Background: an optimization exercise with open tools, aiming at small area, a short achievable clock period and few clock cycles per item. Do not read the settings as production practice. The RTL was checked by simulation tests, not by an equivalence proof against the original design.

==> flow/design.v (excerpt) <==
module hsl_to_rgb_converter (
	input  logic clk,
	input  logic arst_n,
	input  logic hsl_valid,
	output logic hsl_stall,
	input  hsl_pkg::hsl_t hsl,
	output logic rgb_valid,
	input  logic rgb_stall,
	output hsl_pkg::rgb_t rgb
);
	logic v1, v2, v3, vo;
	logic adv;
	assign adv = !(vo && rgb_stall);
	always_ff @(posedge clk or negedge arst_n) begin
		if (!arst_n) begin
			v1 <= 1'b0;
			v2 <= 1'b0;
			v3 <= 1'b0;
			vo <= 1'b0;
		end else if (adv) begin
			v1 <= hsl_valid;
			v2 <= v1;
			v3 <= v2;
			vo <= v3;
		end
	end
	assign hsl_stall = !adv;
	assign rgb_valid = vo;
	logic [3:0] so1, st1, sn1;
	logic s41;
	logic [8:0] l1;
	logic gt1;
	logic [7:0] L1;
	logic [3:0] hb1;
	logic [7:0] hl1;
	logic [2:0] sec1;
	logic [15:0] P1;
	logic [11:0] G1;
	logic [15:0] P2;
	logic [8:0] l2;
	logic [2:0] sec2;
	logic [5:0] bo2, bt2, bn2;
	logic [71:0] r3;
	logic [2:0] sec3;
	logic [7:0] md, mx, mn;
	logic w0;
	logic w1;
	logic w2;
	logic w3;
	logic w4;
	logic w5;
	logic w6;
	logic w7;
	logic w8;
	logic w9;
	logic w10;
	logic w11;
	logic w12;
  ...
clock: 7.0 ns
lec_check: 0
cap_margin: 20
core_margin: 2
core_utilization: 55
setup_slack_margin: 3.0
slew_margin: 20
synth_hierarchical: 1
synth_minimum_keep_size: 0
standard.sh (not shown) runs the stock make flow with config.mk's settings and CLKGATE_MAP_FILE= SYNTH_SCRIPT=/design/flow/synth_recipe.tcl, a recipe that flattens the netlist after the stock synthesis.
==> flow/flow/run.sh <==
#!/bin/bash
# Layout flow: the standard flow (standard.sh) unchanged, except that the
# port buffers that global placement inserts are buf_2 cells rather than the
# default choice. Its full output goes to standard.log in this folder.
cp standard.sh standard_sh.txt.log
export BUFFER_PORTS_ARGS="-buffer_cell sky130_fd_sc_hd__buf_2"
bash standard.sh > standard.log 2>&1
Testbench counts at the start, summed over its fixed seeds: cycles 16,032, items 16,000.
Then changed:
- ABC_AREA: unset -> 1
After rerunning: Flip-flop and latch count does not change; synthesized cell count rose by 15%; worst setup slack improves by 110 ps; synthesized area grows by 1.5%; design area falls by 0.68%; non-clock buffer count fell by 44; wire length goes up by 8.5%; cell count climbs by 12%; global-route usage is higher by 2.2 points; critical path depth falls by 8.
Then changed:
==> flow/run.sh (new file) <==
#!/bin/bash
# synth_recipe.tcl (not shown) runs the flow's synth.tcl, then flattens the netlist and writes it again
# the make line also repeats each setting of config.mk as NAME=value (left out here)
make -C /OpenROAD-flow-scripts/flow DESIGN_CONFIG=/design/flow/config.mk WORK_HOME=/design/flow/orfs CLKGATE_MAP_FILE= SYNTH_SCRIPT=/design/flow/synth_recipe.tcl finish
- ABC_AREA: 1 -> unset
- CORE_UTILIZATION: 55 -> 40
removed: flow/flow/run.sh
removed: flow/standard.sh
Sequential share of layout area came out lower by 0.85 points; via count fell by 9.1%; cell count is lower by 4.8%; design area increases by 2.9%; setup slack degrades by 49 ps; area after synthesis drops by 1.4%; hold slack loses 6.8 ps.
Then changed:
==> flow/flow/run.sh (new file) <==
#!/bin/bash
# Layout flow: the standard flow (standard.sh) unchanged, except that the
# port buffers that global placement inserts are buf_2 cells rather than the
# default choice. Its full output goes to standard.log in this folder.
cp standard.sh standard_sh.txt.log
export BUFFER_PORTS_ARGS="-buffer_cell sky130_fd_sc_hd__buf_2"
bash standard.sh > standard.log 2>&1
==> flow/standard.sh (new file) <==
#!/bin/bash
# synth_recipe.tcl (not shown) runs the flow's synth.tcl, then flattens the netlist and writes it again
# the make line also repeats each setting of config.mk as NAME=value (left out here)
make -C /OpenROAD-flow-scripts/flow DESIGN_CONFIG=/design/flow/config.mk WORK_HOME=/design/flow/orfs CLKGATE_MAP_FILE= SYNTH_SCRIPT=/design/flow/synth_recipe.tcl "${@:-finish}"
- SETUP_SLACK_MARGIN: 3.0 -> 3.4
removed: flow/run.sh
Outcome: The changed run finished with timing, DRC and antenna clean. Non-clock buffer count climbs by 58. Global-route usage went up by 0.70 points. Final area climbs by 3.0%. Register-to-register slack stays flat.

[re-timing with driven ports]
The flow's constraints put no driver on any port. The routed layouts listed below were extracted and timed again, unchanged, in two steps. Step 1, drivers: a clkbuf_16 drives clk and a buf_2 each remaining input, both assumed. Step 2 adds t to the input delays and takes it off the output delays; t is the mean of the earliest and latest rising clock arrival at the registers after step 1. Input paths then give back, and output paths get back, about the clock's delay inside the block. Three values: ideal, step 1, step 2; two values: the first two.
run	t, ns	slack for setup (ns)	worst setup path at the end	latest minus earliest clock arrival (ns)	pins driven straight from the clock port
the first run	0.493	3.060 / 3.060 / 3.060	register to register	0.018 / 0.018	1
the second run	0.490	3.172 / 3.145 / 3.145	input to output	0.017 / 0.017	1
the third run	0.494	3.123 / 3.098 / 2.972	input to register	0.016 / 0.016	1
the fourth run	0.508	3.143 / 3.143 / 3.143	register to register	0.021 / 0.021	1
After both steps every run listed still meets setup and hold. For the third run, which loses most, drivers alone change the setup slack by -0.025 ns; drivers and shift together by -0.151 ns.
